What follows belongs to an exercise in optimizing a design on an open flow for a short achievable clock period and few clock cycles per item; a production flow would make more cautious choices. Only simulation tests tie the RTL to the original design; equivalence was not proved. No driver is modelled on the clock port, so clocking that relies on it looks cheaper here than on a real chip. Power is estimated from default activity; no workload was simulated.

// session_table_idle_timeout_unit
module session_table_idle_timeout_unit
#(
    parameter int SLOTS = sttu_pkg::SLOTS_DEF
) (
    input  wire logic         i_clk,
    input  wire logic         i_rst_n,
    input  wire logic         i_cfg_valid,
    output logic              o_cfg_ready,
    input  wire logic [31:0]  i_cfg_data,       
    input  wire logic         i_s_axis_tvalid,
    output logic              o_s_axis_tready,
    input  wire logic [159:0] i_s_axis_tdata,   
    input  wire logic [2:0]   i_s_axis_tuser,   
    output logic              o_m_axis_tvalid,
    input  wire logic         i_m_axis_tready,
    output logic [15:0]       o_m_axis_tdata    
);
    localparam int TW = 2 * TOKEN_W;
    localparam int HW = TIME_W / 2;
    localparam int IW = $clog2(SLOTS);
    logic              r_rst;
    logic [TIME_W-1:0] r_timeout;
    localparam int RC_W     = 4;            
    localparam int RC_STEPS = TIME_W / RC_W;
    logic [RC_STEPS-1:0] r_rc;          
    always_ff @(posedge i_clk) begin
        r_rst <= !i_rst_n;
        if (i_rst_n && i_cfg_valid) begin
            r_timeout <= i_cfg_data;
        end else if (r_rst) begin
            r_timeout <= TIMEOUT_RESET;
        end
        if (r_rst) begin
            r_rc <= '0;
        end else begin
            r_rc <= (i_rst_n && i_cfg_valid) ? RC_STEPS'(1) : {r_rc[RC_STEPS-2:0], 1'b0};
        end
    end
    logic              nready;
    logic              acc;
    logic              s0_v;
    logic [CMD_W-1:0]  s0_cmd;
    logic [TIME_W-1:0] s0_now;
    logic [TW-1:0]     s0_tok;
    assign acc = i_rst_n && i_s_axis_tvalid && !nready;
    always_ff @(posedge i_clk) begin
        s0_v   <= acc;
        s0_cmd <= i_s_axis_tuser;
        s0_now <= i_s_axis_tdata[31:0];
        s0_tok <= {i_s_axis_tdata[95:32], i_s_axis_tdata[159:96]};
    end
    logic              q_v;
    logic [CMD_W-1:0]  q_cmd;
    logic [TIME_W-1:0] q_now;
    logic [TW-1:0]     q_tok;
    logic [HW:0]       q_elo;           
    logic [PART_W*SLOTS-1:0] q_part;
    logic [PART_W-1:0] q_party, q_partz;
  ...
clock: 9.0 ns
lec_check: 0
abc_clock_period_in_ps: 2500
cap_margin: 30
core_margin: 2
core_utilization: 40
slew_margin: 20
standard.sh (not shown) runs the stock make flow with config.mk's settings and CLKGATE_MAP_FILE= SYNTH_SCRIPT=/design/flow/synth_recipe.tcl, a recipe that flattens the netlist after the stock synthesis.
==> flow/flow/run.sh <==
#!/bin/bash
set -euo pipefail
MARGIN=6.6
export PRE_CTS_TCL="$PWD/flow/mytree.tcl"
export POST_CTS_TCL="$PWD/flow/mytree_post.tcl"
export CTS_ARGS="-clk_nets i_clk -sink_clustering_enable -repair_clock_nets"
bash standard.sh SETUP_SLACK_MARGIN=$MARGIN finish > standard_flow.log 2>&1
Other scripts of this flow, unchanged in this note and not shown: flow/flow/mytree.tcl, flow/flow/mytree_post.tcl
Testbench counts at the start, summed over its fixed seeds: cycles 4,840, items 4,800.
Then changed:
--- a/flow/design.v
+++ b/flow/design.v
@@ -194,22 +194,23 @@
         s0_cmd <= i_s_axis_tuser;
         s0_now <= i_s_axis_tdata[31:0];
         s0_tok <= {i_s_axis_tdata[95:32], i_s_axis_tdata[159:96]};
     end
     logic              q_v;
     logic [CMD_W-1:0]  q_cmd;
     logic [TIME_W-1:0] q_now;
     logic [TW-1:0]     q_tok;
     logic [HW:0]       q_elo;           
     logic [PART_W*SLOTS-1:0] q_part;
     logic [PART_W-1:0] q_party, q_partz;
+    logic              q_zelt;          
     logic              c_v;
     logic              c_create, c_validate, c_destroy, c_dall, c_count;
     logic [TIME_W-1:0] c_now;
     logic [TIME_W-1:0] c_e;
     logic              c_wb;
     logic [TW-1:0]     c_tok;
     logic [SLOTS-1:0]  c_pm, c_pnl, c_plt, c_pgt;
     logic              c_zm, c_znl, c_zlt, c_zgt;
     logic [SLOTS-1:0]  w_t, w_l;
     logic [IW-1:0]     w_slot;
     logic              w_dot, w_dol;
@@ -300,22 +301,23 @@
             q_v <= 1'b0;
         end else begin
             q_v <= s0_v;
         end
         q_cmd   <= s0_cmd;
         q_now   <= s0_now;
         q_tok   <= s0_tok;
         q_elo   <= {1'b0, s0_now[HW-1:0]} + {1'b0, r_timeout[HW-1:0]};
         q_part  <= p_part;
         q_party <= p_party;
         q_partz <= p_partz;
+        q_zelt  <= (q_elo[HW-1:0] < s0_now[HW-1:0]);
     end
     logic [SLOTS-1:0] f_eq, f_lt, f_gt, f_nl;
     logic             y_eq, y_lt, y_gt, y_nl;
     logic             z_eq, z_lt, z_gt, z_nl, z_le;
     logic [HW:0]      p_ehi;
     for (genvar k = 0; k < SLOTS; k++) begin : g_fin
         sttu_cmp_fin u_fin (
             .i_part (q_part[PART_W*k +: PART_W]),
             .o_eq   (f_eq[k]),
             .o_lt   (f_lt[k]),
             .o_gt   (f_gt[k]),
@@ -328,23 +330,24 @@
         .o_lt   (y_lt),
         .o_gt   (y_gt),
         .o_nl   (y_nl)
     );
     sttu_cmp_fin u_fin_z (
         .i_part (q_partz),
         .o_eq   (z_eq),
         .o_lt   (z_lt),
         .o_gt   (z_gt),
         .o_nl   ()
     );
-    assign z_le  = !(c_e < q_now);
+    assign z_le  = !((c_e[TIME_W-1:HW] < q_now[TIME_W-1:HW]) ||
+                     ((c_e[TIME_W-1:HW] == q_now[TIME_W-1:HW]) && q_zelt));
     assign z_nl  = c_wb ? (!z_lt || z_le) : (!z_lt && z_le);
     assign p_ehi = {1'b0, q_now[TIME_W-1:HW]} + {1'b0, r_timeout[TIME_W-1:HW]} + (HW+1)'(q_elo[HW]);
     always_ff @(posedge i_clk) begin
         if (r_rst) begin
             c_v <= 1'b0;
         end else begin
             c_v <= q_v;
         end
         c_create   <= (q_cmd == CMD_CREATE);
         c_validate <= (q_cmd == CMD_VALIDATE);
         c_destroy  <= (q_cmd == CMD_DESTROY);
Design area increases by about 0.4%.
Wire length is about the same.
Total power barely changes.
Sequential power stays flat.
Combinational power barely changes.
Critical path depth increases by 10.
Testbench counts after the change, summed over its fixed seeds: cycles 4,840, items 4,800.

==> re-timing with driven ports <==
In the flow no input, the clock included, has a driving cell. The finished layouts below were timed again as built, in two steps.
Step 1 assumes that a clkbuf_16 drives the clock port and a buf_2 every other input.
Step 2, shift: input delay + t, output delay - t, t = (earliest + latest rising clock arrival at the registers) / 2. This alone moves slack from input paths to output paths.
Slacks: ideal / step 1 / step 2; pairs: ideal / step 1.
run | shift t [ns] | setup slack, ns | worst data-port slew with drivers (ns) | pins driven straight from the clock port
the first run | 0.829 | 6.117 / 5.893 / 5.892 | 0.12 | 4
the second run | 0.799 | 5.974 / 5.866 / 5.890 | 0.20 | 4
After both steps every run listed still meets setup and hold. The setup slack of the first run, which loses most, moves by -0.224 ns with the drivers and by -0.225 ns with both steps.
